Source: an optimization exercise on an open RTL-to-GDS flow (aim: small area, a short achievable clock period and few clock cycles). Production flows keep margins and buffers that such runs may drop. Only simulation tests tie the RTL to the original design; equivalence was not proved. Power and IR drop assume default switching activity.

## accq_top
module accq_top (
  input  logic        clk_i,
  input  logic        rst_ni,
  input  logic        cmd_valid_i,
  input  logic [9:0]  cmd_i,
  output logic        cmd_ready_o,
  input  logic        psum_valid_i,
  input  logic [31:0] psum_i,
  output logic        psum_ready_o,
  input  logic        norm_valid_i,
  input  logic [12:0] norm_i,
  output logic        norm_ready_o,
  output logic        out_valid_o,
  output logic [63:0] out_o,
  input  logic        out_ready_i,
  output logic        busy_o
);
clock: 10.0 ns
lec_check: 0
abc_area: 1
cap_margin: 20
core_margin: 2
core_utilization: 60
place_density: 0.5
slew_margin: 20
standard.sh (not shown) runs the stock make flow with config.mk's settings and CLKGATE_MAP_FILE= SYNTH_SCRIPT=/design/flow/synth_recipe.tcl, a recipe that flattens the netlist after the stock synthesis.
==> flow/flow/run.sh <==
#!/bin/bash
# Own flow: the standard layout (standard.sh, standard synthesis unchanged) with
#  - port buffers of buf_2 instead of the default delay buffer,
#  - a clock tree without dummy loads, built from clkbuf_8,
#  - a tighter setup repair target.
# make's own output goes to standard_flow.log; ORFS keeps each step's log under orfs/logs.
set -euo pipefail
bash standard.sh \
  "BUFFER_PORTS_ARGS=-buffer_cell sky130_fd_sc_hd__buf_2" \
  "CTS_ARGS=-sink_clustering_enable -repair_clock_nets -dont_use_dummy_load -buf_list sky130_fd_sc_hd__clkbuf_8 -sink_clustering_size 16 -sink_clustering_max_diameter 60" \
  "SETUP_SLACK_MARGIN=6.85" \
  finish > standard_flow.log 2>&1
Testbench counts at the start, summed over its fixed seeds: cycles 13,168.
Rerun with:
--- a/flow/config.mk
+++ b/flow/config.mk
@@ -11,2 +11 @@
-export CORE_UTILIZATION = 60
-export PLACE_DENSITY = 0.5
+export CORE_UTILIZATION = 65
What happened: The changed run ran to the end with no violations. Total power climbs by 0.42%. Via count climbs by 1.4%. Synthesized cell count does not change. Core utilization climbs by 5.6 points. Die area drops by 7.5%. Design area drops by 0.39%. Routed wire length climbs by 2.2%. Cell count drops by 1.4%. Area after synthesis does not change.
Rerun with:
--- a/flow/config.mk
+++ b/flow/config.mk
@@ -11 +11,2 @@
-export CORE_UTILIZATION = 65
+export CORE_UTILIZATION = 60
+export PLACE_DENSITY = 0.75
What happened: The new run ran to the end with no violations; via count hardly moves; worst setup slack is better by 0.051 ns; clock-buffer cell count is unchanged; area after synthesis does not change; global-route usage came out lower by 2.7 points; first-iteration DRC count went down by a few percent; worst hold slack is worse by 0.012 ns.
Rerun with:
--- a/flow/flow/run.sh
+++ b/flow/flow/run.sh
@@ -11 +11 @@
-  "SETUP_SLACK_MARGIN=6.85" \
+  "SETUP_SLACK_MARGIN=7.1" \
--- a/flow/config.mk
+++ b/flow/config.mk
@@ -12 +11,0 @@
-export PLACE_DENSITY = 0.75
Maximum frequency went down by 2.2%.
Synthesized area stays the same.
Design area went up by 7.7%.

* * *

== run A ==
accq_top, a different RTL version from the one above (not shown whole).
For scale: about 2400 cells after synthesis, roughly 23000 sq um of cells after synthesis.
Settings: LEC_CHECK=0, ABC_AREA=1, CAP_MARGIN=20, CORE_MARGIN=2, CORE_UTILIZATION=60, SLEW_MARGIN=20; clock period 10.0 ns.
==> flow/flow/run.sh <==
#!/bin/bash
# Own flow: the standard layout (standard.sh, standard synthesis unchanged) with
#  - port buffers of buf_2 instead of the default delay buffer,
#  - a clock tree without dummy loads, built from clkbuf_8,
#  - a tighter setup repair target.
# make's own output goes to standard_flow.log; ORFS keeps each step's log under orfs/logs.
set -euo pipefail
bash standard.sh \
  "BUFFER_PORTS_ARGS=-buffer_cell sky130_fd_sc_hd__buf_2" \
  "CTS_ARGS=-sink_clustering_enable -repair_clock_nets -dont_use_dummy_load -buf_list sky130_fd_sc_hd__clkbuf_8 -sink_clustering_size 16 -sink_clustering_max_diameter 60" \
  "SETUP_SLACK_MARGIN=6.5" \
  finish > standard_flow.log 2>&1
Testbench counts of run A, summed over its fixed seeds: cycles 13,168.
#### Input delta (run B over run A)
- ABC_AREA: 1 -> 0
diff --git a/flow/flow/run.sh b/flow/flow/run.sh
--- a/flow/flow/run.sh
+++ b/flow/flow/run.sh
@@ -9,4 +9,4 @@
   "BUFFER_PORTS_ARGS=-buffer_cell sky130_fd_sc_hd__buf_2" \
   "CTS_ARGS=-sink_clustering_enable -repair_clock_nets -dont_use_dummy_load -buf_list sky130_fd_sc_hd__clkbuf_8 -sink_clustering_size 16 -sink_clustering_max_diameter 60" \
-  "SETUP_SLACK_MARGIN=6.5" \
+  "SETUP_SLACK_MARGIN=6.7" \
   finish > standard_flow.log 2>&1
Delta(horizontal die dimension, run B - run A) < 0. From run A to run B the numbers moved as follows: leakage dissipation lost 0.89 nW; die area lower; worst setup slack has decreased. Going from run A to run B, number of distinct library cell variants in the gate-level netlist after synthesis grows by about 40%. Compare run B and run A | maximum vdd drop lower: run A. The post-CTS setup buffer count of run B is higher than that of run A. Diff run B and run A: critical path depth lower in run A. Relative to run A, the routed wire length measured on run B has decreased by a few percent. Taking run A as the reference, in run B post-CTS resize count increased 54, iteration-0 DRC count of the detailed router decreased about 2%.
Here is what was changed in the inputs of run C compared with run B.
- swapping 0 for 1 in ABC_AREA
diff --git a/flow/flow/run.sh b/flow/flow/run.sh
--- a/flow/flow/run.sh
+++ b/flow/flow/run.sh
@@ -9,4 +9,4 @@
   "BUFFER_PORTS_ARGS=-buffer_cell sky130_fd_sc_hd__buf_2" \
   "CTS_ARGS=-sink_clustering_enable -repair_clock_nets -dont_use_dummy_load -buf_list sky130_fd_sc_hd__clkbuf_8 -sink_clustering_size 16 -sink_clustering_max_diameter 60" \
-  "SETUP_SLACK_MARGIN=6.7" \
+  "SETUP_SLACK_MARGIN=7.0" \
   finish > standard_flow.log 2>&1
Notes after the runs:
Data-path buffer share of cell area in the final layout, run B and run C: higher on run C
The total power number comes out higher for run B vs run C.
Taking run B as the reference, in run C routed wire length +about 11%, power share of the combinational group -2.7 points.
Uppermost metal layer occupied by signal nets = met4: run C; uppermost metal layer occupied by signal nets = met5: run B
Hold slack on run C is up relative to run B.
Run C against run B: register area roughly the same, number of cells upsized or downsized after cts rose by 6, number of non-clock buffers in the layout saw an increase, portion of the post-synthesis area used by sequential elements -0.46 points.

==> re-timing with driven ports <==
The results above use ideal ports. As a check the final layouts listed here were re-extracted and re-timed, cells and wires unchanged.
Step 1 assumes that a clkbuf_16 drives the clock port and a buf_2 every other input.
Step 2 moves the port delays by t, midway between the first and last clock arrival at a register: inputs arrive t later, outputs are due t later. That takes back most of the time a late clock gives input paths.
a / b / c = ideal ports / drivers / drivers and shift; a / b = the first two.
run	shift t [ns]	setup slack, ns	worst hold slack (ns)	latest minus earliest clock arrival (ns)
the first run of note 1	0.655	6.792 / 6.740 / 6.408	0.315 / 0.315 / 0.315	0.064 / 0.065
the second run of note 1	0.655	6.753 / 6.701 / 6.376	0.308 / 0.308 / 0.308	0.068 / 0.068
the third run of note 1	0.652	6.803 / 6.750 / 6.363	0.296 / 0.296 / 0.296	0.082 / 0.082
the fourth run of note 1	0.682	6.732 / 6.677 / 6.531	0.318 / 0.318 / 0.318	0.096 / 0.096
run A	0.659	6.595 / 6.595 / 6.152	0.309 / 0.309 / 0.309	0.060 / 0.060
run B	0.659	5.934 / 5.934 / 5.934	0.299 / 0.299 / 0.299	0.059 / 0.059
run C	0.653	6.794 / 6.741 / 6.509	0.317 / 0.317 / 0.317	0.057 / 0.057
After both steps setup and hold are still met in every run listed. The setup slack of run A, which loses most, moves by 0.000 ns with the drivers and by -0.443 ns with both steps.
